Context: an optimization exercise on an open-source flow, tuned for small area and a short achievable clock period. The choices shown serve that exercise and are no tape-out recipe. No functional check of the RTL was part of any run shown here.

**flow/design.v**
```verilog
`timescale 1ns/1ps
module fp16_pipe #(
    parameter int W  = 1,
    parameter bit EN = 1'b1
) (
    input  logic         clk,
    input  logic [W-1:0] d,
    output logic [W-1:0] q
);
    if (EN) begin : g_reg
        always_ff @(posedge clk) q <= d;
    end else begin : g_wire
        assign q = d;
    end
endmodule
module fp16_vpipe #(
    parameter bit EN = 1'b1
) (
    input  logic clk,
    input  logic rst,
    input  logic d,
    output logic q
);
    if (EN) begin : g_reg
        always_ff @(posedge clk)
            if (rst) q <= 1'b0;
            else     q <= d;
    end else begin : g_wire
        assign q = d & ~rst;
    end
endmodule
module fp16_unpack (
    input  logic [15:0] k_i,
    input  logic [15:0] x_i,
    input  logic [15:0] b_i,
    output logic [10:0] k_sig_o,
    output logic [10:0] x_sig_o,
    output logic [5:0]  exp_sum_o,    
    output logic [4:0]  b_exp_o,      
    output logic [10:0] b_sig_o
);
    logic       k_n, x_n, b_n;
    logic [4:0] k_e, x_e;
    always_comb begin
        k_n = k_i[14:10] != 5'd0;
        x_n = x_i[14:10] != 5'd0;
        b_n = b_i[14:10] != 5'd0;
        k_e = k_n ? k_i[14:10] : {4'd0, k_i[9:0] != 10'd0};
        x_e = x_n ? x_i[14:10] : {4'd0, x_i[9:0] != 10'd0};
        k_sig_o   = {k_n, k_i[9:0]};
        x_sig_o   = {x_n, x_i[9:0]};
        exp_sum_o = {1'b0, k_e} + {1'b0, x_e};
        b_exp_o   = b_n ? b_i[14:10] : 5'd1;
        b_sig_o   = {b_n, b_i[9:0]};
    end
endmodule
`timescale 1ns/1ps
module fp16_mul_a (
    input  logic [10:0] a_i,
    input  logic [10:0] b_i,
    output logic [72:0] cs_o
);
    logic pp0_0;
    assign pp0_0 = a_i[0] & b_i[0];
    logic pp0_1;
    assign pp0_1 = a_i[0] & b_i[1];
    logic pp0_2;
    assign pp0_2 = a_i[0] & b_i[2];
    logic pp0_3;
    assign pp0_3 = a_i[0] & b_i[3];
    logic pp0_4;
    assign pp0_4 = a_i[0] & b_i[4];
    logic pp0_5;
    assign pp0_5 = a_i[0] & b_i[5];
    logic pp0_6;
    assign pp0_6 = a_i[0] & b_i[6];
    logic pp0_7;
    assign pp0_7 = a_i[0] & b_i[7];
    logic pp0_8;
    assign pp0_8 = a_i[0] & b_i[8];
    logic pp0_9;
    assign pp0_9 = a_i[0] & b_i[9];
    logic pp0_10;
    assign pp0_10 = a_i[0] & b_i[10];
    logic pp1_0;
    assign pp1_0 = a_i[1] & b_i[0];
    logic pp1_1;
    assign pp1_1 = a_i[1] & b_i[1];
    logic pp1_2;
    assign pp1_2 = a_i[1] & b_i[2];
    logic pp1_3;
    assign pp1_3 = a_i[1] & b_i[3];
    logic pp1_4;
    assign pp1_4 = a_i[1] & b_i[4];
    logic pp1_5;
    assign pp1_5 = a_i[1] & b_i[5];
    logic pp1_6;
    assign pp1_6 = a_i[1] & b_i[6];
    logic pp1_7;
    assign pp1_7 = a_i[1] & b_i[7];
    logic pp1_8;
    assign pp1_8 = a_i[1] & b_i[8];
    logic pp1_9;
    assign pp1_9 = a_i[1] & b_i[9];
    logic pp1_10;
    assign pp1_10 = a_i[1] & b_i[10];
    logic pp2_0;
    assign pp2_0 = a_i[2] & b_i[0];
    logic pp2_1;
    assign pp2_1 = a_i[2] & b_i[1];
    logic pp2_2;
    assign pp2_2 = a_i[2] & b_i[2];
    logic pp2_3;
    assign pp2_3 = a_i[2] & b_i[3];
    logic pp2_4;
    assign pp2_4 = a_i[2] & b_i[4];
    logic pp2_5;
    assign pp2_5 = a_i[2] & b_i[5];
    logic pp2_6;
    assign pp2_6 = a_i[2] & b_i[6];
    logic pp2_7;
    assign pp2_7 = a_i[2] & b_i[7];
    logic pp2_8;
    assign pp2_8 = a_i[2] & b_i[8];
    logic pp2_9;
    assign pp2_9 = a_i[2] & b_i[9];
    logic pp2_10;
    assign pp2_10 = a_i[2] & b_i[10];
    logic pp3_0;
    assign pp3_0 = a_i[3] & b_i[0];
    logic pp3_1;
    assign pp3_1 = a_i[3] & b_i[1];
    logic pp3_2;
    assign pp3_2 = a_i[3] & b_i[2];
    logic pp3_3;
    assign pp3_3 = a_i[3] & b_i[3];
    logic pp3_4;
    assign pp3_4 = a_i[3] & b_i[4];
    logic pp3_5;
    assign pp3_5 = a_i[3] & b_i[5];
    logic pp3_6;
    assign pp3_6 = a_i[3] & b_i[6];
    logic pp3_7;
    assign pp3_7 = a_i[3] & b_i[7];
    logic pp3_8;
    assign pp3_8 = a_i[3] & b_i[8];
    logic pp3_9;
    assign pp3_9 = a_i[3] & b_i[9];
    logic pp3_10;
    assign pp3_10 = a_i[3] & b_i[10];
    logic pp4_0;
    assign pp4_0 = a_i[4] & b_i[0];
    logic pp4_1;
    assign pp4_1 = a_i[4] & b_i[1];
    logic pp4_2;
    assign pp4_2 = a_i[4] & b_i[2];
    logic pp4_3;
    assign pp4_3 = a_i[4] & b_i[3];
    logic pp4_4;
    assign pp4_4 = a_i[4] & b_i[4];
    logic pp4_5;
    assign pp4_5 = a_i[4] & b_i[5];
    logic pp4_6;
    assign pp4_6 = a_i[4] & b_i[6];
    logic pp4_7;
    assign pp4_7 = a_i[4] & b_i[7];
    logic pp4_8;
    assign pp4_8 = a_i[4] & b_i[8];
    logic pp4_9;
    assign pp4_9 = a_i[4] & b_i[9];
    logic pp4_10;
    assign pp4_10 = a_i[4] & b_i[10];
    logic pp5_0;
    assign pp5_0 = a_i[5] & b_i[0];
    logic pp5_1;
    assign pp5_1 = a_i[5] & b_i[1];
    logic pp5_2;
    assign pp5_2 = a_i[5] & b_i[2];
    logic pp5_3;
    assign pp5_3 = a_i[5] & b_i[3];
    logic pp5_4;
    assign pp5_4 = a_i[5] & b_i[4];
    logic pp5_5;
    assign pp5_5 = a_i[5] & b_i[5];
    logic pp5_6;
    assign pp5_6 = a_i[5] & b_i[6];
    logic pp5_7;
    assign pp5_7 = a_i[5] & b_i[7];
    logic pp5_8;
    assign pp5_8 = a_i[5] & b_i[8];
    logic pp5_9;
    assign pp5_9 = a_i[5] & b_i[9];
    logic pp5_10;
    assign pp5_10 = a_i[5] & b_i[10];
    logic pp6_0;
    assign pp6_0 = a_i[6] & b_i[0];
    logic pp6_1;
    assign pp6_1 = a_i[6] & b_i[1];
    logic pp6_2;
    assign pp6_2 = a_i[6] & b_i[2];
    logic pp6_3;
    assign pp6_3 = a_i[6] & b_i[3];
    logic pp6_4;
    assign pp6_4 = a_i[6] & b_i[4];
    logic pp6_5;
    assign pp6_5 = a_i[6] & b_i[5];
    logic pp6_6;
    assign pp6_6 = a_i[6] & b_i[6];
    logic pp6_7;
    assign pp6_7 = a_i[6] & b_i[7];
    logic pp6_8;
    assign pp6_8 = a_i[6] & b_i[8];
    logic pp6_9;
    assign pp6_9 = a_i[6] & b_i[9];
    logic pp6_10;
    assign pp6_10 = a_i[6] & b_i[10];
    logic pp7_0;
    assign pp7_0 = a_i[7] & b_i[0];
    logic pp7_1;
    assign pp7_1 = a_i[7] & b_i[1];
    logic pp7_2;
    assign pp7_2 = a_i[7] & b_i[2];
    logic pp7_3;
    assign pp7_3 = a_i[7] & b_i[3];
    logic pp7_4;
    assign pp7_4 = a_i[7] & b_i[4];
    logic pp7_5;
    assign pp7_5 = a_i[7] & b_i[5];
    logic pp7_6;
    assign pp7_6 = a_i[7] & b_i[6];
    logic pp7_7;
    assign pp7_7 = a_i[7] & b_i[7];
    logic pp7_8;
    assign pp7_8 = a_i[7] & b_i[8];
    logic pp7_9;
    assign pp7_9 = a_i[7] & b_i[9];
    logic pp7_10;
    assign pp7_10 = a_i[7] & b_i[10];
    logic pp8_0;
    assign pp8_0 = a_i[8] & b_i[0];
    logic pp8_1;
    assign pp8_1 = a_i[8] & b_i[1];
    logic pp8_2;
    assign pp8_2 = a_i[8] & b_i[2];
    logic pp8_3;
    assign pp8_3 = a_i[8] & b_i[3];
    logic pp8_4;
    assign pp8_4 = a_i[8] & b_i[4];
    logic pp8_5;
    assign pp8_5 = a_i[8] & b_i[5];
    logic pp8_6;
    assign pp8_6 = a_i[8] & b_i[6];
    logic pp8_7;
    assign pp8_7 = a_i[8] & b_i[7];
    logic pp8_8;
    assign pp8_8 = a_i[8] & b_i[8];
    logic pp8_9;
    assign pp8_9 = a_i[8] & b_i[9];
    logic pp8_10;
    assign pp8_10 = a_i[8] & b_i[10];
    logic pp9_0;
    assign pp9_0 = a_i[9] & b_i[0];
    logic pp9_1;
    assign pp9_1 = a_i[9] & b_i[1];
    logic pp9_2;
    assign pp9_2 = a_i[9] & b_i[2];
    logic pp9_3;
    assign pp9_3 = a_i[9] & b_i[3];
    logic pp9_4;
    assign pp9_4 = a_i[9] & b_i[4];
    logic pp9_5;
    assign pp9_5 = a_i[9] & b_i[5];
    logic pp9_6;
    assign pp9_6 = a_i[9] & b_i[6];
    logic pp9_7;
    assign pp9_7 = a_i[9] & b_i[7];
    logic pp9_8;
    assign pp9_8 = a_i[9] & b_i[8];
    logic pp9_9;
    assign pp9_9 = a_i[9] & b_i[9];
    logic pp9_10;
    assign pp9_10 = a_i[9] & b_i[10];
    logic pp10_0;
    assign pp10_0 = a_i[10] & b_i[0];
    logic pp10_1;
    assign pp10_1 = a_i[10] & b_i[1];
    logic pp10_2;
    assign pp10_2 = a_i[10] & b_i[2];
    logic pp10_3;
    assign pp10_3 = a_i[10] & b_i[3];
    logic pp10_4;
    assign pp10_4 = a_i[10] & b_i[4];
    logic pp10_5;
    assign pp10_5 = a_i[10] & b_i[5];
    logic pp10_6;
    assign pp10_6 = a_i[10] & b_i[6];
    logic pp10_7;
    assign pp10_7 = a_i[10] & b_i[7];
    logic pp10_8;
    assign pp10_8 = a_i[10] & b_i[8];
    logic pp10_9;
    assign pp10_9 = a_i[10] & b_i[9];
    logic pp10_10;
    assign pp10_10 = a_i[10] & b_i[10];
    logic w1;
    logic w2;
    logic w3;
    logic w4;
    logic w5;
    logic w6;
    logic w7;
    logic w8;
    logic w9;
    logic w10;
    logic w11;
    logic w12;
    assign w1 = pp0_9 ^ pp1_8;
    assign w2 = pp0_9 & pp1_8;
    assign w3 = pp0_10 ^ pp1_9 ^ pp2_8;
    assign w4 = (pp0_10 & pp1_9) | (pp0_10 & pp2_8) | (pp1_9 & pp2_8);
    assign w5 = pp3_7 ^ pp4_6;
    assign w6 = pp3_7 & pp4_6;
    assign w7 = pp1_10 ^ pp2_9 ^ pp3_8;
    assign w8 = (pp1_10 & pp2_9) | (pp1_10 & pp3_8) | (pp2_9 & pp3_8);
    assign w9 = pp4_7 ^ pp5_6;
    assign w10 = pp4_7 & pp5_6;
    assign w11 = pp2_10 ^ pp3_9 ^ pp4_8;
    assign w12 = (pp2_10 & pp3_9) | (pp2_10 & pp4_8) | (pp3_9 & pp4_8);
    logic w13;
    logic w14;
    logic w15;
    logic w16;
    logic w17;
    logic w18;
    logic w19;
    logic w20;
    logic w21;
    logic w22;
    logic w23;
    logic w24;
    logic w25;
    logic w26;
    logic w27;
    logic w28;
    logic w29;
    logic w30;
    logic w31;
    logic w32;
    logic w33;
    logic w34;
    logic w35;
    logic w36;
    logic w37;
    logic w38;
    logic w39;
    logic w40;
    logic w41;
    logic w42;
    logic w43;
    logic w44;
    logic w45;
    logic w46;
    logic w47;
    logic w48;
    logic w49;
    logic w50;
    logic w51;
    logic w52;
    logic w53;
    logic w54;
    logic w55;
    logic w56;
    logic w57;
    logic w58;
    logic w59;
    logic w60;
    assign w13 = pp0_6 ^ pp1_5;
    assign w14 = pp0_6 & pp1_5;
    assign w15 = pp0_7 ^ pp1_6 ^ pp2_5;
    assign w16 = (pp0_7 & pp1_6) | (pp0_7 & pp2_5) | (pp1_6 & pp2_5);
    assign w17 = pp3_4 ^ pp4_3;
    assign w18 = pp3_4 & pp4_3;
    assign w19 = pp0_8 ^ pp1_7 ^ pp2_6;
    assign w20 = (pp0_8 & pp1_7) | (pp0_8 & pp2_6) | (pp1_7 & pp2_6);
    assign w21 = pp3_5 ^ pp4_4 ^ pp5_3;
    assign w22 = (pp3_5 & pp4_4) | (pp3_5 & pp5_3) | (pp4_4 & pp5_3);
    assign w23 = pp6_2 ^ pp7_1;
    assign w24 = pp6_2 & pp7_1;
    assign w25 = pp2_7 ^ pp3_6 ^ pp4_5;
    assign w26 = (pp2_7 & pp3_6) | (pp2_7 & pp4_5) | (pp3_6 & pp4_5);
    assign w27 = pp5_4 ^ pp6_3 ^ pp7_2;
    assign w28 = (pp5_4 & pp6_3) | (pp5_4 & pp7_2) | (pp6_3 & pp7_2);
    assign w29 = pp8_1 ^ pp9_0 ^ w1;
    assign w30 = (pp8_1 & pp9_0) | (pp8_1 & w1) | (pp9_0 & w1);
    assign w31 = pp5_5 ^ pp6_4 ^ pp7_3;
    assign w32 = (pp5_5 & pp6_4) | (pp5_5 & pp7_3) | (pp6_4 & pp7_3);
    assign w33 = pp8_2 ^ pp9_1 ^ pp10_0;
    assign w34 = (pp8_2 & pp9_1) | (pp8_2 & pp10_0) | (pp9_1 & pp10_0);
    assign w35 = w3 ^ w5 ^ w2;
    assign w36 = (w3 & w5) | (w3 & w2) | (w5 & w2);
    assign w37 = pp6_5 ^ pp7_4 ^ pp8_3;
    assign w38 = (pp6_5 & pp7_4) | (pp6_5 & pp8_3) | (pp7_4 & pp8_3);
    assign w39 = pp9_2 ^ pp10_1 ^ w7;
    assign w40 = (pp9_2 & pp10_1) | (pp9_2 & w7) | (pp10_1 & w7);
    assign w41 = w9 ^ w4 ^ w6;
    assign w42 = (w9 & w4) | (w9 & w6) | (w4 & w6);
    assign w43 = pp5_7 ^ pp6_6 ^ pp7_5;
    assign w44 = (pp5_7 & pp6_6) | (pp5_7 & pp7_5) | (pp6_6 & pp7_5);
    assign w45 = pp8_4 ^ pp9_3 ^ pp10_2;
    assign w46 = (pp8_4 & pp9_3) | (pp8_4 & pp10_2) | (pp9_3 & pp10_2);
    assign w47 = w11 ^ w8 ^ w10;
    assign w48 = (w11 & w8) | (w11 & w10) | (w8 & w10);
    assign w49 = pp3_10 ^ pp4_9 ^ pp5_8;
    assign w50 = (pp3_10 & pp4_9) | (pp3_10 & pp5_8) | (pp4_9 & pp5_8);
    assign w51 = pp6_7 ^ pp7_6 ^ pp8_5;
    assign w52 = (pp6_7 & pp7_6) | (pp6_7 & pp8_5) | (pp7_6 & pp8_5);
    assign w53 = pp9_4 ^ pp10_3 ^ w12;
    assign w54 = (pp9_4 & pp10_3) | (pp9_4 & w12) | (pp10_3 & w12);
    assign w55 = pp4_10 ^ pp5_9 ^ pp6_8;
    assign w56 = (pp4_10 & pp5_9) | (pp4_10 & pp6_8) | (pp5_9 & pp6_8);
    assign w57 = pp7_7 ^ pp8_6 ^ pp9_5;
    assign w58 = (pp7_7 & pp8_6) | (pp7_7 & pp9_5) | (pp8_6 & pp9_5);
    assign w59 = pp5_10 ^ pp6_9 ^ pp7_8;
    assign w60 = (pp5_10 & pp6_9) | (pp5_10 & pp7_8) | (pp6_9 & pp7_8);
    logic w61;
    logic w62;
    logic w63;
    logic w64;
    logic w65;
    logic w66;
    logic w67;
    logic w68;
    logic w69;
    logic w70;
    logic w71;
    logic w72;
    logic w73;
    logic w74;
    logic w75;
    logic w76;
    logic w77;
    logic w78;
    logic w79;
    logic w80;
    logic w81;
    logic w82;
    logic w83;
    logic w84;
    logic w85;
    logic w86;
    logic w87;
    logic w88;
    logic w89;
    logic w90;
    logic w91;
    logic w92;
    logic w93;
    logic w94;
    logic w95;
    logic w96;
    logic w97;
    logic w98;
    logic w99;
    logic w100;
    logic w101;
    logic w102;
    logic w103;
    logic w104;
    logic w105;
    logic w106;
    logic w107;
    logic w108;
    logic w109;
    logic w110;
    logic w111;
    logic w112;
    assign w61 = pp0_4 ^ pp1_3;
    assign w62 = pp0_4 & pp1_3;
    assign w63 = pp0_5 ^ pp1_4 ^ pp2_3;
    assign w64 = (pp0_5 & pp1_4) | (pp0_5 & pp2_3) | (pp1_4 & pp2_3);
    assign w65 = pp3_2 ^ pp4_1;
    assign w66 = pp3_2 & pp4_1;
    assign w67 = pp2_4 ^ pp3_3 ^ pp4_2;
    assign w68 = (pp2_4 & pp3_3) | (pp2_4 & pp4_2) | (pp3_3 & pp4_2);
    assign w69 = pp5_1 ^ pp6_0 ^ w13;
    assign w70 = (pp5_1 & pp6_0) | (pp5_1 & w13) | (pp6_0 & w13);
    assign w71 = pp5_2 ^ pp6_1 ^ pp7_0;
    assign w72 = (pp5_2 & pp6_1) | (pp5_2 & pp7_0) | (pp6_1 & pp7_0);
    assign w73 = w15 ^ w17 ^ w14;
    assign w74 = (w15 & w17) | (w15 & w14) | (w17 & w14);
    assign w75 = pp8_0 ^ w19 ^ w21;
    assign w76 = (pp8_0 & w19) | (pp8_0 & w21) | (w19 & w21);
    assign w77 = w23 ^ w16 ^ w18;
    assign w78 = (w23 & w16) | (w23 & w18) | (w16 & w18);
    assign w79 = w25 ^ w27 ^ w29;
    assign w80 = (w25 & w27) | (w25 & w29) | (w27 & w29);
    assign w81 = w20 ^ w22 ^ w24;
    assign w82 = (w20 & w22) | (w20 & w24) | (w22 & w24);
    assign w83 = w31 ^ w33 ^ w35;
    assign w84 = (w31 & w33) | (w31 & w35) | (w33 & w35);
    assign w85 = w26 ^ w28 ^ w30;
    assign w86 = (w26 & w28) | (w26 & w30) | (w28 & w30);
    assign w87 = w37 ^ w39 ^ w41;
    assign w88 = (w37 & w39) | (w37 & w41) | (w39 & w41);
    assign w89 = w32 ^ w34 ^ w36;
    assign w90 = (w32 & w34) | (w32 & w36) | (w34 & w36);
    assign w91 = w43 ^ w45 ^ w47;
    assign w92 = (w43 & w45) | (w43 & w47) | (w45 & w47);
    assign w93 = w38 ^ w40 ^ w42;
    assign w94 = (w38 & w40) | (w38 & w42) | (w40 & w42);
    assign w95 = w49 ^ w51 ^ w53;
    assign w96 = (w49 & w51) | (w49 & w53) | (w51 & w53);
    assign w97 = w44 ^ w46 ^ w48;
    assign w98 = (w44 & w46) | (w44 & w48) | (w46 & w48);
    assign w99 = pp10_4 ^ w55 ^ w57;
    assign w100 = (pp10_4 & w55) | (pp10_4 & w57) | (w55 & w57);
    assign w101 = w50 ^ w52 ^ w54;
    assign w102 = (w50 & w52) | (w50 & w54) | (w52 & w54);
    assign w103 = pp8_7 ^ pp9_6 ^ pp10_5;
    assign w104 = (pp8_7 & pp9_6) | (pp8_7 & pp10_5) | (pp9_6 & pp10_5);
    assign w105 = w59 ^ w56 ^ w58;
    assign w106 = (w59 & w56) | (w59 & w58) | (w56 & w58);
    assign w107 = pp6_10 ^ pp7_9 ^ pp8_8;
    assign w108 = (pp6_10 & pp7_9) | (pp6_10 & pp8_8) | (pp7_9 & pp8_8);
    assign w109 = pp9_7 ^ pp10_6 ^ w60;
    assign w110 = (pp9_7 & pp10_6) | (pp9_7 & w60) | (pp10_6 & w60);
    assign w111 = pp7_10 ^ pp8_9 ^ pp9_8;
    assign w112 = (pp7_10 & pp8_9) | (pp7_10 & pp9_8) | (pp8_9 & pp9_8);
    assign cs_o = {pp10_10, pp10_9, pp9_10, w112, pp10_8, pp9_9, pp8_10, w111, w110, w108, pp10_7, w109, w107, w106, w104, w105, w103, w102, w100, w101, w99, w98, w96, w97, w95, w94, w92, w93, w91, w90, w88, w89, w87, w86, w84, w85, w83, w82, w80, w81, w79, w78, w76, w77, w75, w74, w72, w73, w71, w70, w68, w69, w67, w66, w64, w65, w63, w62, pp5_0, w61, pp4_0, pp3_1, pp2_2, pp3_0, pp2_1, pp1_2, pp0_3, pp2_0, pp1_1, pp0_2, pp1_0, pp0_1, pp0_0};
endmodule
module fp16_mul_b (
    input  logic [72:0] cs_i,
    output logic [21:0] row0_o,
    output logic [21:0] row1_o
);
    logic pp0_0;
    assign pp0_0 = cs_i[0];
    logic pp0_1;
    assign pp0_1 = cs_i[1];
    logic pp1_0;
    assign pp1_0 = cs_i[2];
    logic pp0_2;
    assign pp0_2 = cs_i[3];
    logic pp1_1;
    assign pp1_1 = cs_i[4];
    logic pp2_0;
    assign pp2_0 = cs_i[5];
    logic pp0_3;
    assign pp0_3 = cs_i[6];
    logic pp1_2;
    assign pp1_2 = cs_i[7];
    logic pp2_1;
    assign pp2_1 = cs_i[8];
    logic pp3_0;
    assign pp3_0 = cs_i[9];
    logic pp2_2;
    assign pp2_2 = cs_i[10];
    logic pp3_1;
    assign pp3_1 = cs_i[11];
    logic pp4_0;
    assign pp4_0 = cs_i[12];
    logic w61;
    assign w61 = cs_i[13];
    logic pp5_0;
    assign pp5_0 = cs_i[14];
    logic w62;
    assign w62 = cs_i[15];
    logic w63;
    assign w63 = cs_i[16];
    logic w65;
    assign w65 = cs_i[17];
    logic w64;
    assign w64 = cs_i[18];
    logic w66;
    assign w66 = cs_i[19];
    logic w67;
    assign w67 = cs_i[20];
    logic w69;
    assign w69 = cs_i[21];
    logic w68;
    assign w68 = cs_i[22];
    logic w70;
    assign w70 = cs_i[23];
    logic w71;
    assign w71 = cs_i[24];
    logic w73;
    assign w73 = cs_i[25];
    logic w72;
    assign w72 = cs_i[26];
    logic w74;
    assign w74 = cs_i[27];
    logic w75;
    assign w75 = cs_i[28];
    logic w77;
    assign w77 = cs_i[29];
    logic w76;
    assign w76 = cs_i[30];
    logic w78;
    assign w78 = cs_i[31];
    logic w79;
    assign w79 = cs_i[32];
    logic w81;
    assign w81 = cs_i[33];
    logic w80;
    assign w80 = cs_i[34];
    logic w82;
    assign w82 = cs_i[35];
    logic w83;
    assign w83 = cs_i[36];
    logic w85;
    assign w85 = cs_i[37];
    logic w84;
    assign w84 = cs_i[38];
    logic w86;
    assign w86 = cs_i[39];
    logic w87;
    assign w87 = cs_i[40];
    logic w89;
    assign w89 = cs_i[41];
    logic w88;
    assign w88 = cs_i[42];
    logic w90;
    assign w90 = cs_i[43];
    logic w91;
    assign w91 = cs_i[44];
    logic w93;
    assign w93 = cs_i[45];
    logic w92;
    assign w92 = cs_i[46];
    logic w94;
    assign w94 = cs_i[47];
    logic w95;
    assign w95 = cs_i[48];
    logic w97;
    assign w97 = cs_i[49];
    logic w96;
    assign w96 = cs_i[50];
    logic w98;
    assign w98 = cs_i[51];
    logic w99;
    assign w99 = cs_i[52];
    logic w101;
    assign w101 = cs_i[53];
    logic w100;
    assign w100 = cs_i[54];
    logic w102;
    assign w102 = cs_i[55];
    logic w103;
    assign w103 = cs_i[56];
    logic w105;
    assign w105 = cs_i[57];
    logic w104;
    assign w104 = cs_i[58];
    logic w106;
    assign w106 = cs_i[59];
    logic w107;
    assign w107 = cs_i[60];
    logic w109;
    assign w109 = cs_i[61];
    logic pp10_7;
    assign pp10_7 = cs_i[62];
    logic w108;
    assign w108 = cs_i[63];
    logic w110;
    assign w110 = cs_i[64];
    logic w111;
    assign w111 = cs_i[65];
    logic pp8_10;
    assign pp8_10 = cs_i[66];
    logic pp9_9;
    assign pp9_9 = cs_i[67];
    logic pp10_8;
    assign pp10_8 = cs_i[68];
    logic w112;
    assign w112 = cs_i[69];
    logic pp9_10;
    assign pp9_10 = cs_i[70];
    logic pp10_9;
    assign pp10_9 = cs_i[71];
    logic pp10_10;
    assign pp10_10 = cs_i[72];
    logic w113;
    logic w114;
    logic w115;
    logic w116;
    logic w117;
    logic w118;
    logic w119;
    logic w120;
    logic w121;
    logic w122;
    logic w123;
    logic w124;
    logic w125;
    logic w126;
    logic w127;
    logic w128;
    logic w129;
    logic w130;
    logic w131;
    logic w132;
    logic w133;
    logic w134;
    logic w135;
    logic w136;
    logic w137;
    logic w138;
    logic w139;
    logic w140;
    logic w141;
    logic w142;
    logic w143;
    logic w144;
    assign w113 = pp0_3 ^ pp1_2;
    assign w114 = pp0_3 & pp1_2;
    assign w115 = pp2_2 ^ pp3_1 ^ pp4_0;
    assign w116 = (pp2_2 & pp3_1) | (pp2_2 & pp4_0) | (pp3_1 & pp4_0);
    assign w117 = pp5_0 ^ w63 ^ w65;
    assign w118 = (pp5_0 & w63) | (pp5_0 & w65) | (w63 & w65);
    assign w119 = w67 ^ w69 ^ w64;
    assign w120 = (w67 & w69) | (w67 & w64) | (w69 & w64);
    assign w121 = w71 ^ w73 ^ w68;
    assign w122 = (w71 & w73) | (w71 & w68) | (w73 & w68);
    assign w123 = w75 ^ w77 ^ w72;
    assign w124 = (w75 & w77) | (w75 & w72) | (w77 & w72);
    assign w125 = w79 ^ w81 ^ w76;
    assign w126 = (w79 & w81) | (w79 & w76) | (w81 & w76);
    assign w127 = w83 ^ w85 ^ w80;
    assign w128 = (w83 & w85) | (w83 & w80) | (w85 & w80);
    assign w129 = w87 ^ w89 ^ w84;
    assign w130 = (w87 & w89) | (w87 & w84) | (w89 & w84);
    assign w131 = w91 ^ w93 ^ w88;
    assign w132 = (w91 & w93) | (w91 & w88) | (w93 & w88);
    assign w133 = w95 ^ w97 ^ w92;
    assign w134 = (w95 & w97) | (w95 & w92) | (w97 & w92);
    assign w135 = w99 ^ w101 ^ w96;
    assign w136 = (w99 & w101) | (w99 & w96) | (w101 & w96);
    assign w137 = w103 ^ w105 ^ w100;
    assign w138 = (w103 & w105) | (w103 & w100) | (w105 & w100);
    assign w139 = w107 ^ w109 ^ w104;
    assign w140 = (w107 & w109) | (w107 & w104) | (w109 & w104);
    assign w141 = pp10_7 ^ w111 ^ w108;
    assign w142 = (pp10_7 & w111) | (pp10_7 & w108) | (w111 & w108);
    assign w143 = pp8_10 ^ pp9_9 ^ pp10_8;
    assign w144 = (pp8_10 & pp9_9) | (pp8_10 & pp10_8) | (pp9_9 & pp10_8);
    logic w145;
    logic w146;
    logic w147;
    logic w148;
    logic w149;
    logic w150;
    logic w151;
    logic w152;
    logic w153;
    logic w154;
    logic w155;
    logic w156;
    logic w157;
    logic w158;
    logic w159;
    logic w160;
    logic w161;
    logic w162;
    logic w163;
    logic w164;
    logic w165;
    logic w166;
    logic w167;
    logic w168;
    logic w169;
    logic w170;
    logic w171;
    logic w172;
    logic w173;
    logic w174;
    logic w175;
    logic w176;
    logic w177;
    logic w178;
    logic w179;
    logic w180;
    assign w145 = pp0_2 ^ pp1_1;
    assign w146 = pp0_2 & pp1_1;
    assign w147 = pp2_1 ^ pp3_0 ^ w113;
    assign w148 = (pp2_1 & pp3_0) | (pp2_1 & w113) | (pp3_0 & w113);
    assign w149 = w61 ^ w115 ^ w114;
    assign w150 = (w61 & w115) | (w61 & w114) | (w115 & w114);
    assign w151 = w62 ^ w117 ^ w116;
    assign w152 = (w62 & w117) | (w62 & w116) | (w117 & w116);
    assign w153 = w66 ^ w119 ^ w118;
    assign w154 = (w66 & w119) | (w66 & w118) | (w119 & w118);
    assign w155 = w70 ^ w121 ^ w120;
    assign w156 = (w70 & w121) | (w70 & w120) | (w121 & w120);
    assign w157 = w74 ^ w123 ^ w122;
    assign w158 = (w74 & w123) | (w74 & w122) | (w123 & w122);
    assign w159 = w78 ^ w125 ^ w124;
    assign w160 = (w78 & w125) | (w78 & w124) | (w125 & w124);
    assign w161 = w82 ^ w127 ^ w126;
    assign w162 = (w82 & w127) | (w82 & w126) | (w127 & w126);
    assign w163 = w86 ^ w129 ^ w128;
    assign w164 = (w86 & w129) | (w86 & w128) | (w129 & w128);
    assign w165 = w90 ^ w131 ^ w130;
    assign w166 = (w90 & w131) | (w90 & w130) | (w131 & w130);
    assign w167 = w94 ^ w133 ^ w132;
    assign w168 = (w94 & w133) | (w94 & w132) | (w133 & w132);
    assign w169 = w98 ^ w135 ^ w134;
    assign w170 = (w98 & w135) | (w98 & w134) | (w135 & w134);
    assign w171 = w102 ^ w137 ^ w136;
    assign w172 = (w102 & w137) | (w102 & w136) | (w137 & w136);
    assign w173 = w106 ^ w139 ^ w138;
    assign w174 = (w106 & w139) | (w106 & w138) | (w139 & w138);
    assign w175 = w110 ^ w141 ^ w140;
    assign w176 = (w110 & w141) | (w110 & w140) | (w141 & w140);
    assign w177 = w112 ^ w143 ^ w142;
    assign w178 = (w112 & w143) | (w112 & w142) | (w143 & w142);
    assign w179 = pp9_10 ^ pp10_9 ^ w144;
    assign w180 = (pp9_10 & pp10_9) | (pp9_10 & w144) | (pp10_9 & w144);
    assign row0_o = {1'b0, pp10_10, w179, w177, w175, w173, w171, w169, w167, w165, w163, w161, w159, w157, w155, w153, w151, w149, w147, pp2_0, pp0_1, pp0_0};
    assign row1_o = {1'b0, w180, w178, w176, w174, w172, w170, w168, w166, w164, w162, w160, w158, w156, w154, w152, w150, w148, w146, w145, pp1_0, 1'b0};
endmodule
module fp16_mul_cpa (
    input  logic [21:0] row0_i,
    input  logic [21:0] row1_i,
    output logic [21:0] prod_o
);
    assign prod_o = row0_i + row1_i;
endmodule
`timescale 1ns/1ps
module fp16_align (
    input  logic [21:0] prod_i,
    input  logic [5:0]  exp_sum_i,
    input  logic [4:0]  b_exp_i,
    input  logic [10:0] b_sig_i,
    input  logic        p_sign_i,
    input  logic        b_sign_i,
    output logic [20:0] hi_o,       
    output logic [20:0] lo_o,       
    output logic [4:0]  shift_o,
    output logic        drop_o,
    output logic [5:0]  exp_o,      
    output logic        sign_o
);
    logic        p_top;
    logic [20:0] p_sig;
    logic signed [7:0] p_exp, d;
    logic        p_wins;
    logic [7:0]  diff;
    always_comb begin
        p_top  = prod_i[21];
        p_sig  = p_top ? prod_i[21:1] : prod_i[20:0];
        p_exp  = $signed({2'b00, exp_sum_i}) - 8'sd15 + $signed({7'd0, p_top});
        d      = p_exp - $signed({3'b000, b_exp_i});
        p_wins = d > 8'sd0;
        diff   = p_wins ? d : -d;
        hi_o   = p_wins ? p_sig : {b_sig_i, 10'd0};
        lo_o   = p_wins ? {b_sig_i, 10'd0} : p_sig;
        shift_o = diff[4:0];
        drop_o  = diff > 8'd21;
        exp_o   = p_wins ? p_exp[5:0] : {1'b0, b_exp_i};
        sign_o  = p_wins ? p_sign_i : b_sign_i;
    end
endmodule
module fp16_shift (
    input  logic [20:0] lo_i,
    input  logic [4:0]  shift_i,
    input  logic        drop_i,
    output logic [31:0] lo_o
);
    assign lo_o = drop_i ? 32'd0 : {lo_i, 11'd0} >> shift_i;
endmodule
module fp16_cadd #(
    parameter int W = 32
) (
    input  logic [W-1:0] a_i,
    input  logic [W-1:0] b_i,
    output logic [W:0]   s0_o,      
    output logic [W:0]   s1_o       
);
    localparam int L = $clog2(W);
    logic [W-1:0] g [L+1];
    logic [W-1:0] p [L+1];
    logic [W-1:0] hp;
    assign g[0]  = a_i & b_i;
    assign p[0]  = a_i | b_i;      
    assign hp    = a_i ^ b_i;
    for (genvar l = 0; l < L; l++) begin : g_lvl
        for (genvar i = 0; i < W; i++) begin : g_bit
            if ((i >> l) & 1) begin : g_op
                localparam int J = ((i >> l) << l) - 1;
                assign g[l+1][i] = g[l][i] | (p[l][i] & g[l][J]);
                assign p[l+1][i] = p[l][i] & p[l][J];
            end else begin : g_pass
                assign g[l+1][i] = g[l][i];
                assign p[l+1][i] = p[l][i];
            end
        end
    end
    logic [W:0] c0, c1;
    assign c0 = {g[L], 1'b0};
    assign c1 = {g[L] | p[L], 1'b1};
    assign s0_o = {c0[W], hp ^ c0[W-1:0]};
    assign s1_o = {c1[W], hp ^ c1[W-1:0]};
endmodule
module fp16_add (
    input  logic [20:0] hi_i,
    input  logic [31:0] lo_i,
    input  logic        sub_i,
    output logic [32:0] mag_o,
    output logic        neg_o
);
    logic [32:0] t0, t1;
    fp16_cadd #(32) cadd_i (
        .a_i({hi_i, 11'd0}), .b_i(sub_i ? ~lo_i : lo_i), .s0_o(t0), .s1_o(t1)
    );
    always_comb begin
        neg_o = sub_i & ~t0[32];
        if (!sub_i)
            mag_o = t0;
        else if (t0[32])
            mag_o = {1'b0, t1[31:0]};
        else
            mag_o = {1'b0, ~t0[31:0]};
    end
endmodule
`timescale 1ns/1ps
module fp16_normalize (
    input  logic [32:0] mag_i,
    input  logic [5:0]  exp_i,      
    output logic [10:0] sig_o,      
    output logic        rnd_o,      
    output logic [5:0]  exp_o       
);
    logic [32:0] m;
    logic [5:0]  s;
    logic [32:0] n;
    always_comb begin
        m = mag_i;
        if (exp_i <= 6'd32)
            m[6'd32 - exp_i] = 1'b1;
        s = 6'd33;
        for (int i = 0; i < 33; i++)
            if (m[i]) s = 6'(32 - i);
        n     = mag_i << s;
        sig_o = n[32:22];
        rnd_o = n[21];
        exp_o = n[32] ? exp_i + 6'd1 - s : 6'd0;
    end
endmodule
module fp16_round (
    input  logic        sign_i,
    input  logic [10:0] sig_i,
    input  logic        rnd_i,
    input  logic [5:0]  exp_i,
    output logic [15:0] result_o
);
    logic [15:0] r;
    always_comb begin
        r = {exp_i, sig_i[9:0]} + 16'(rnd_i);
        if (r[15:10] > 6'd30)
            result_o = {sign_i, 15'h7BFF};
        else if (r == 16'd0)
            result_o = 16'd0;
        else
            result_o = {sign_i, r[14:0]};
    end
endmodule
`timescale 1ns/1ps
module fp16_mac (
    input  logic                        clk,
    input  logic                        rst,
    input  logic                        in_valid_i,
    input  logic [2-1:0]           tag_i,
    input  logic [16-1:0]          k_i,
    input  logic [16-1:0]          x_i,
    input  logic [16-1:0]          b_i,
    output logic                        out_valid_o,
    output logic [2-1:0]           tag_o,
    output logic [16-1:0]          result_o
);
    localparam bit EN_M = 1'b1;    
    localparam bit EN_P = 1'b1;    
    localparam bit EN_A = 1'b0;    
    localparam bit EN_S = 1'b1;    
    localparam bit EN_D = 1'b1;    
    localparam bit EN_N = 1'b1;    
    logic [10:0] u_k_sig, u_x_sig, u_b_sig;
    logic [5:0]  u_exp_sum;
    logic [4:0]  u_b_exp;
    logic        u_valid;
    logic [10:0] c0_k_sig, c0_x_sig, c0_b_sig;
    logic [5:0]  c0_exp_sum;
    logic [4:0]  c0_b_exp;
    logic        c0_p_sign, c0_b_sign;
    logic [1:0]  c0_tag;
    fp16_unpack unpack_i (
        .k_i, .x_i, .b_i,
        .k_sig_o(u_k_sig), .x_sig_o(u_x_sig), .exp_sum_o(u_exp_sum),
        .b_exp_o(u_b_exp), .b_sig_o(u_b_sig)
    );
    fp16_vpipe #(1'b1) c0_v (.clk, .rst, .d(in_valid_i), .q(u_valid));
    fp16_pipe #(48, 1'b1) c0 (.clk,
        .d({u_k_sig, u_x_sig, u_b_sig, u_exp_sum, u_b_exp, k_i[15] ^ x_i[15], b_i[15], tag_i}),
        .q({c0_k_sig, c0_x_sig, c0_b_sig, c0_exp_sum, c0_b_exp, c0_p_sign, c0_b_sign, c0_tag}));
    logic [72:0] m_cs, cm_cs;
    logic [21:0] m_row0, m_row1, m_prod;
    logic        cm_valid;
    logic [10:0] cm_b_sig;
    logic [5:0]  cm_exp_sum;
    logic [4:0]  cm_b_exp;
    logic        cm_p_sign, cm_b_sign;
    logic [1:0]  cm_tag;
    logic        cp_valid;
    logic [21:0] cp_prod;
    logic [10:0] cp_b_sig;
    logic [5:0]  cp_exp_sum;
    logic [4:0]  cp_b_exp;
    logic        cp_p_sign, cp_b_sign;
    logic [1:0]  cp_tag;
    fp16_mul_a mul_a_i (.a_i(c0_k_sig), .b_i(c0_x_sig), .cs_o(m_cs));
    fp16_vpipe #(EN_M) cm_v (.clk, .rst, .d(u_valid), .q(cm_valid));
    fp16_pipe #(99, EN_M) cm (.clk,
        .d({m_cs, c0_b_sig, c0_exp_sum, c0_b_exp, c0_p_sign, c0_b_sign, c0_tag}),
        .q({cm_cs, cm_b_sig, cm_exp_sum, cm_b_exp, cm_p_sign, cm_b_sign, cm_tag}));
    fp16_mul_b mul_b_i (.cs_i(cm_cs), .row0_o(m_row0), .row1_o(m_row1));
    fp16_mul_cpa mul_cpa_i (.row0_i(m_row0), .row1_i(m_row1), .prod_o(m_prod));
    fp16_vpipe #(EN_P) cp_v (.clk, .rst, .d(cm_valid), .q(cp_valid));
    fp16_pipe #(48, EN_P) cp (.clk,
        .d({m_prod, cm_b_sig, cm_exp_sum, cm_b_exp, cm_p_sign, cm_b_sign, cm_tag}),
        .q({cp_prod, cp_b_sig, cp_exp_sum, cp_b_exp, cp_p_sign, cp_b_sign, cp_tag}));
    logic [20:0] a_hi, a_lo;
    logic [4:0]  a_shift;
    logic        a_drop, a_sign;
    logic [5:0]  a_exp;
    logic        ca_valid;
    logic [20:0] ca_hi, ca_lo;
    logic [4:0]  ca_shift;
    logic        ca_drop, ca_sign, ca_sub;
    logic [5:0]  ca_exp;
    logic [1:0]  ca_tag;
    fp16_align align_i (
        .prod_i(cp_prod), .exp_sum_i(cp_exp_sum), .b_exp_i(cp_b_exp), .b_sig_i(cp_b_sig),
        .p_sign_i(cp_p_sign), .b_sign_i(cp_b_sign),
        .hi_o(a_hi), .lo_o(a_lo), .shift_o(a_shift), .drop_o(a_drop), .exp_o(a_exp), .sign_o(a_sign)
    );
    fp16_vpipe #(EN_A) ca_v (.clk, .rst, .d(cp_valid), .q(ca_valid));
    fp16_pipe #(58, EN_A) ca (.clk,
        .d({a_hi, a_lo, a_shift, a_drop, a_exp, a_sign, cp_p_sign ^ cp_b_sign, cp_tag}),
        .q({ca_hi, ca_lo, ca_shift, ca_drop, ca_exp, ca_sign, ca_sub, ca_tag}));
    logic [31:0] s_lo;
    logic        cs_valid;
    logic [20:0] cs_hi;
    logic [31:0] cs_lo;
    logic        cs_sign, cs_sub;
    logic [5:0]  cs_exp;
    logic [1:0]  cs_tag;
    fp16_shift sh_i (.lo_i(ca_lo), .shift_i(ca_shift), .drop_i(ca_drop), .lo_o(s_lo));
    fp16_vpipe #(EN_S) cs_v (.clk, .rst, .d(ca_valid), .q(cs_valid));
    fp16_pipe #(63, EN_S) cs (.clk,
        .d({ca_hi, s_lo, ca_exp, ca_sign, ca_sub, ca_tag}),
        .q({cs_hi, cs_lo, cs_exp, cs_sign, cs_sub, cs_tag}));
    logic [32:0] d_mag;
    logic        d_neg;
    logic        cd_valid;
    logic [32:0] cd_mag;
    logic [5:0]  cd_exp;
    logic        cd_sign;
    logic [1:0]  cd_tag;
    fp16_add add_i (.hi_i(cs_hi), .lo_i(cs_lo), .sub_i(cs_sub), .mag_o(d_mag), .neg_o(d_neg));
    fp16_vpipe #(EN_D) cd_v (.clk, .rst, .d(cs_valid), .q(cd_valid));
    fp16_pipe #(42, EN_D) cd (.clk,
        .d({d_mag, cs_exp, cs_sign ^ d_neg, cs_tag}),
        .q({cd_mag, cd_exp, cd_sign, cd_tag}));
    logic [10:0] n_sig;
    logic        n_rnd;
    logic [5:0]  n_exp;
    logic        cn_valid;
    logic [10:0] cn_sig;
    logic        cn_rnd, cn_sign;
    logic [5:0]  cn_exp;
    logic [1:0]  cn_tag;
    fp16_normalize normalize_i (.mag_i(cd_mag), .exp_i(cd_exp), .sig_o(n_sig), .rnd_o(n_rnd), .exp_o(n_exp));
    fp16_vpipe #(EN_N) cn_v (.clk, .rst, .d(cd_valid), .q(cn_valid));
    fp16_pipe #(21, EN_N) cn (.clk,
        .d({n_sig, n_rnd, n_exp, cd_sign, cd_tag}),
        .q({cn_sig, cn_rnd, cn_exp, cn_sign, cn_tag}));
    logic [15:0] r_result;
    fp16_round round_i (.sign_i(cn_sign), .sig_i(cn_sig), .rnd_i(cn_rnd), .exp_i(cn_exp), .result_o(r_result));
    always_ff @(posedge clk) begin
        if (rst) begin
            out_valid_o <= 1'b0;
            tag_o       <= '0;
            result_o    <= '0;
        end else begin
            out_valid_o <= cn_valid;
            if (cn_valid) begin
                tag_o    <= cn_tag;
                result_o <= r_result;
            end
        end
    end
endmodule
```
**flow/config.mk**
```make
export PLATFORM = sky130hd
export DESIGN_NAME = fp16_mac
export DESIGN_NICKNAME = fp16_mac
export VERILOG_FILES = /design/flow/design.v
export SDC_FILE = /design/flow/constraint.sdc
export NUM_CORES = 4
export LEC_CHECK = 0
export CAP_MARGIN = 20
export CORE_MARGIN = 2
export CORE_UTILIZATION = 40
export SLEW_MARGIN = 20
```
**flow/constraint.sdc**
```tcl
create_clock -name core_clock -period 6.0 [get_ports {clk}]
set_input_delay 1.2000 -clock core_clock [delete_from_list [all_inputs] [get_ports {clk}]]
set_output_delay 1.2000 -clock core_clock [all_outputs]
set_load 0.01 [all_outputs]
```
**flow/run.sh**
```bash
#!/bin/bash
# synth_recipe.tcl (not shown) runs the flow's synth.tcl, then flattens the netlist and writes it again
# the make line also repeats each setting of config.mk as NAME=value (left out here)
make -C /OpenROAD-flow-scripts/flow DESIGN_CONFIG=/design/flow/config.mk WORK_HOME=/design/flow/orfs CLKGATE_MAP_FILE= SYNTH_SCRIPT=/design/flow/synth_recipe.tcl finish
```
==> results of run 1 <==
[worst max-delay path, stage by stage, from the launching register on]
cell and delay (ns):
dfxtp_1 0.47, inv_1 0.16, ha_1 0.39, nand3b_1 0.16, a21oi_1 0.11, o211ai_1 0.88
nand4b_1 0.54, o21ai_0 0.32, o211ai_1 0.17, o311ai_4 0.22, and3_1 0.27, inv_2 0.05
ha_1 0.33, fa_1 0.48, a21o_1 0.18, a21oi_1 0.17, xnor2_1 0.15, xnor2_1 0.13
nor2_1 0.05
[cell type report]
class	instances	area (µm²)	area share, %
tap	615	769.5	3.499
clock buffer	51	1112	5.059
clock inverter	20	216.5	0.9844
sequential	345	6908	31.42
multi-input combinational	1460	11560	52.57
inverter	146	548.0	2.492
timing repair buffer	93	875.8	3.983
[worst max path at each step]
stage / endpoint / slack, ns / depth (start not counted)
finish: cn.q[8] / 0.65 / 18
global route: cn.q[8] / 0.26 / 18
CTS: cn.q[8] / 0.72 / 18
detailed placement: cn.q[8] / 0.72 / 18
global placement: cn.q[8] / 0.87 / 18
floorplan: cn.q[8] / 1.11 / 23
[cell usage in the layout (no fill, tap or decap), types with 8 or more instances in the layout]
master           Yosys  layout
o221ai_1            11      11
clkbuf_16            0      40
o211ai_1            12      12
xnor2_1             44      44
or3_1               18      18
clkdlybuf4s50_1      0      71
dfxtp_1            345     344
a21o_1              12      12
mux4_2              12      12
or4_1               10      10
nor4_1              18      18
mux2i_1            100     100
and3_1              15      15
o21ai_0             79      79
fa_1                86      86
xor2_1              69      68
nor2b_1             22      22
inv_1              143     143
nand2b_1            28      28
o21bai_1            17      17
o31ai_1              9       9
and2_1              94      94
a21oi_1             87      87
nor3_1              37      37
a31oi_1             13      13
a211oi_1            24      24
nand4_1              8       8
buf_4                4      22
mux2_2              38      38
nand2_1            141     140
nand3_1             32      32
nor2_1             159     159
a311oi_1            10      10
o22ai_1             11      11
ha_1               104     104
[stage by stage]
step / area, µm² / util, % / hold slack [ns] / instances
finish: 21990 / 45.96 / 0.3171 / 2730
global route: 21990 / 45.96 / 0.3176 / 2730
CTS: 21990 / 45.96 / 0.3185 / 2730
detailed placement: 20660 / 43.18 / 0.3121 / 2659
global placement: 20660 / 43.18 / 0.3097 / 2659
floorplan: 19460 / - / 0.3096 / 2055
[flip-flops by register name (all words and copies together), names as in the netlist]
signal       count
cp.q            48
c0_v.q           1
cs.q            63
cd_v.q           1
cn.q            20
cm_v.q           1
cp_v.q           1
out_valid_o      1
cs_v.q           1
cm.q            99
result_o        16
c0.q            48
tag_o            2
cd.q            42
cn_v.q           1
[cells by family after synthesis]
family	count (synthesis)	share of synthesized area, %
multiplexers	151	8.802
buffers and inverters	250	5.240
flip-flops	345	35.49
AND/OR/NAND/NOR	614	15.83
AO/OA/AOI/OAI	392	14.02
XOR/XNOR	113	5.086
adder cells (fa/ha/maj)	190	15.53
[metal layers]
metal  wire length (µm)  share of wire, %
met5                  0                 0
met4               1933               4.0
met3               1925               4.0
met2              24040                50
met1              20140                42
==> summary.txt, run 1 <==
status no timing/DRC/antenna violations; layout cells sized above 1 8.842%; Hold Path Class register to register; Rel. slew slack 28.00%; Yosys Warn Count 15; crit path DAT 5.78 ns; IO Pins 72; R2R cell count 18; Setup CP Type register to register; Worst Hold Launch cm.q[16]; Worst Setup End Kind register; clk buf depth 3; GP Congestion 0.9429; number of buffers created by CTS 40; Final setup violation count 0; CTS tree built; Post-Syn Nets 2298; worst r2r src cd.q[4]; Post-DP HPWL 37.37 mm; total grt overflow 0; vias 14640; pin slew with the least headroom to its limit 1.075 ns; final period utilization 89.10%; IO Port Bufs 71; ys flop type dfxtp_1; first-pass GRT wire length 77.45 mm; H-tree levels 2; RSZ-0062 raised after global routing false; initial antenna violation count 1; syn_area_per_cell 9.470 µm²; die area 0.05043 mm²; share of the synthesized area in the top cell type 35.49%; worst min-delay path endpoint cp.q[16]; clock sink count 345; synthesized area 0.01946 mm²; count leader, synth dfxtp_1; Crit Path Max Fanout 12; GRT Total Usage 19.28%; clock slew seen by the registers of the worst setup and hold paths 0.06 ns; most frequent cells after synthesis 345 x dfxtp_1, 159 x nor2_1, 143 x inv_1; met2 Use GR 34.72%; vias in the first global route 14790; drt wl/cell 17.60 µm; GRT Max-Usage Layer met2; post-CTS setup buffers 0; Initial Util 40.67%; startpoint types register; fill count 4543; Fin Setup TNS 0 ns; final worst-path setup slack 0.6538 ns; f_max 0.1870 GHz; GR Util met3 2.521%; via/cell ratio 5.363; final WL 48.04 mm; Max Slew Vio Count 0; Synth area leader dfxtp_1; EDFF count, synth 0; Worst Hold Path Cells 0; clk latency of the worst-skew pair 0.57 ns; fin crit period 5.346 ns; area grow syn2layout 12.99%; ys async rst share 0%; die outline width 224.6 µm; Synth Instances 2055; Rows 80; Seq cells post-synth 345; hold buffer count at CTS 0; synth top area cells dfxtp_1 35%, fa_1 8.8%, ha_1 6.7%; CORE AREA 0.04785 mm²; diode count 0; r2r setup slk 0.65 ns; Nets 2329; M1 GR Usage 22.78%; max cap viols 0; DR iter-0 viols 945; # DRC 0; Synth cell types 98; pre-CTS setup slack 0.7246 ns; largest net degree at the start of global routing 48; CP required 6.43 ns; PostCTS Resize Cnt 0; 1st-pass router iterations 7; die height 224.6 µm; Max Clock Skew 0.03495 ns; clock root buffer clkbuf_16; final-report hold violation count 0; Routed Antenna Nets 0; Critical Path Start cd.q[4]; Seq/Total Area, Yosys 35.49%; r2r endpoint cn.q[8]
==> inputs of run 2 (changes only) <==
--- a/flow/config.mk
+++ b/flow/config.mk
@@ -10,2 +10,3 @@
 export CORE_UTILIZATION = 40
+export SETUP_SLACK_MARGIN = 2.5
 export SLEW_MARGIN = 20
==> summary.txt, run 2 <==
M1 GR Usage 24.62%; first-pass GRT wire length 88.06 mm; Synth Instances 2055; # DRC 0; max cap viols 0; die area 0.05043 mm²; final WL 57.14 mm; Seq/Total Area, Yosys 35.49%; vias 16080; most frequent cells after synthesis 345 x dfxtp_1, 159 x nor2_1, 143 x inv_1; via/cell ratio 5.500; ys flop type dfxtp_1; GR Util met3 3.658%; dpl cells 2658; GRT Max-Usage Layer met2; Synth cell types 98; CTS tree built; EDFF count, synth 0; clock slew seen by the registers of the worst setup and hold paths 0.06 ns; Max Slew Vio Count 0; share of the synthesized area in the top cell type 35.49%; CP required 6.43 ns; clock root buffer clkbuf_16; die outline width 224.6 µm; startpoint types register; Routed Antenna Nets 0; crit path DAT 4.68 ns; diode count 0; vias in the first global route 16470; CORE AREA 0.04785 mm²; final worst-path setup slack 1.756 ns; final-report hold violation count 0; area grow syn2layout 36.99%; Post-DP HPWL 38.65 mm; Setup CP Type register to register; 1st-pass router iterations 5; Max Clock Skew 0.01497 ns; Rel. slew slack 42.03%; drt wl/cell 19.54 µm; syn_area_per_cell 9.470 µm²; Yosys Warn Count 15; GP Congestion 0.9305; number of buffers created by CTS 39; final std cells w/o fill 2924; Nets 2525; most common cell after layout, fill and taps aside dfxtp_1; clk buf depth 3; Hold Path Class register to register; f_max 0.2357 GHz; GRT Total Usage 22.06%; Final setup violation count 0; fin crit period 4.244 ns; Initial Util 40.67%; Rows 80; Worst Setup End Kind register; Fin Setup TNS 0 ns; DR iter-0 viols 892; clk latency of the worst-skew pair 0.56 ns; pre-CTS setup slack 1.098 ns; met2 Use GR 40.07%; Synth area leader dfxtp_1; most frequent cells in the layout 334 x dfxtp_1, 130 x inv_1, 129 x buf_4; Largest Register cm.q; total grt overflow 0; final period utilization 70.73%; H-tree levels 2; Crit Path Max Fanout 7; Post-Syn Nets 2298; initial antenna violation count 0; status no timing/DRC/antenna violations; layout cells sized above 1 30.79%; Seq cells post-synth 345; IO Pins 72; synthesized area 0.01946 mm²; die height 224.6 µm; Top Registers cm.q: 99 flops, cs.q: 63 flops; largest net degree at the start of global routing 26; pin slew with the least headroom to its limit 0.8669 ns; clock sink count 345; max FFs per register 99; count leader, synth dfxtp_1; WHS 0.3187 ns; RSZ-0062 raised after global routing true; synth top area cells dfxtp_1 35%, fa_1 8.8%, ha_1 6.7%; ys async rst share 0%; IO Port Bufs 71
## run 2: changes by cell type in the layout (fill, tap and decap cells not counted), moves of 26 or more
cell and delta:
nor2_1 -32, mux2i_1 -58, o21ai_2 +26, mux2i_4 +34, a21oi_2 +29, o21ai_0 -40, a21oi_1 -33, buf_6 +48
buf_4 +107
## run 2: routing by layer
layer,wire [µm],share of wire (%)
met1,21870,38
met5,0,0
met4,3337,5.8
met3,2607,4.6
met2,29330,51
## run 2: kinds of logic (layout without fill, tap and decap cells)
| family | Yosys count | count (layout) | synth area share, % |
|---|---|---|---|
| fa+ha+maj | 190 | 190 | 15.53 |
| compound gates | 392 | 392 | 14.02 |
| xor+xnor | 113 | 113 | 5.086 |
| buf+inv | 250 | 497 | 5.240 |
| flops | 345 | 345 | 35.49 |
| simple gates | 614 | 621 | 15.83 |
| mux | 151 | 151 | 8.802 |
## run 2: final cells by class
class	count	area, µm²
flip-flops and latches	345	6938
clock buffers	61	1160
well taps	615	769.5
repair buffers	283	3048
fillers	4047	21190
clock inverters	7	88.84
multi-input cells	1467	14090
inverters	146	566.8
## run 2: critical path, stage by stage (launching register included)
cell	delay [ns]
dfxtp_4	0.37
or3_4	0.45
buf_6	0.15
o31ai_4	0.27
o211ai_4	0.20
a211oi_4	0.41
a211oi_2	0.14
o21ai_2	0.30
a211oi_4	0.10
nor2_4	0.17
inv_4	0.07
ha_4	0.26
inv_2	0.03
ha_4	0.16
fa_2	0.36
a21o_1	0.19
a21oi_2	0.12
xnor2_1	0.15
xnor2_1	0.15
nor2_1	0.06
## run 2: path summary, 6_finish.rpt
check / from / end / slack (ns) / depth (start not counted)
worst max-delay path: cd.q[4] / cn.q[8] / 1.76 / 19
worst min-delay path: cm.q[23] / cp.q[23] / 0.32 / 0
worst max register to register: cd.q[4] / cn.q[8] / 1.76 / 19
worst min register to register: cm.q[23] / cp.q[23] / 0.32 / 0
## run 2: timing repair
item | CTS | global route
hold buffers | 0 | 0
setup endpoints to repair | 120 | 114
gates resized for setup | 315 | 189
pin swaps | 136 | 103
cloned | 19 | 4
buffers inserted | 134 | 40
## run 2: per-stage QoR
| stage | area (µm²) | utilization, % |
|---|---|---|
| after global placement | 21100 | 44.11 |
| after floorplan | 20120 | - |
| after global routing | 26660 | 55.72 |
| after CTS | 25330 | 52.95 |
| final | 26660 | 55.72 |
| after detailed placement | 21100 | 44.11 |

port drivers added, routing unchanged:
In the flow no input, the clock included, has a driving cell. The finished layouts below were timed again as built, in two steps. Step 1, drivers: a clkbuf_16 drives clk and a buf_2 each remaining input, both assumed. Step 2 also shifts input and output timing later by t, the mid clock arrival at the registers, as if the neighbouring blocks saw the same clock. Three values: ideal, step 1, step 2; two values: the first two.
run	shift t [ns]	setup WS [ns]	clock arrival spread, ns
run 1	0.611	0.654 / 0.654 / 0.654	0.036 / 0.035
run 2	0.607	1.756 / 1.756 / 1.756	0.018 / 0.018
After both steps every run listed still meets setup and hold.
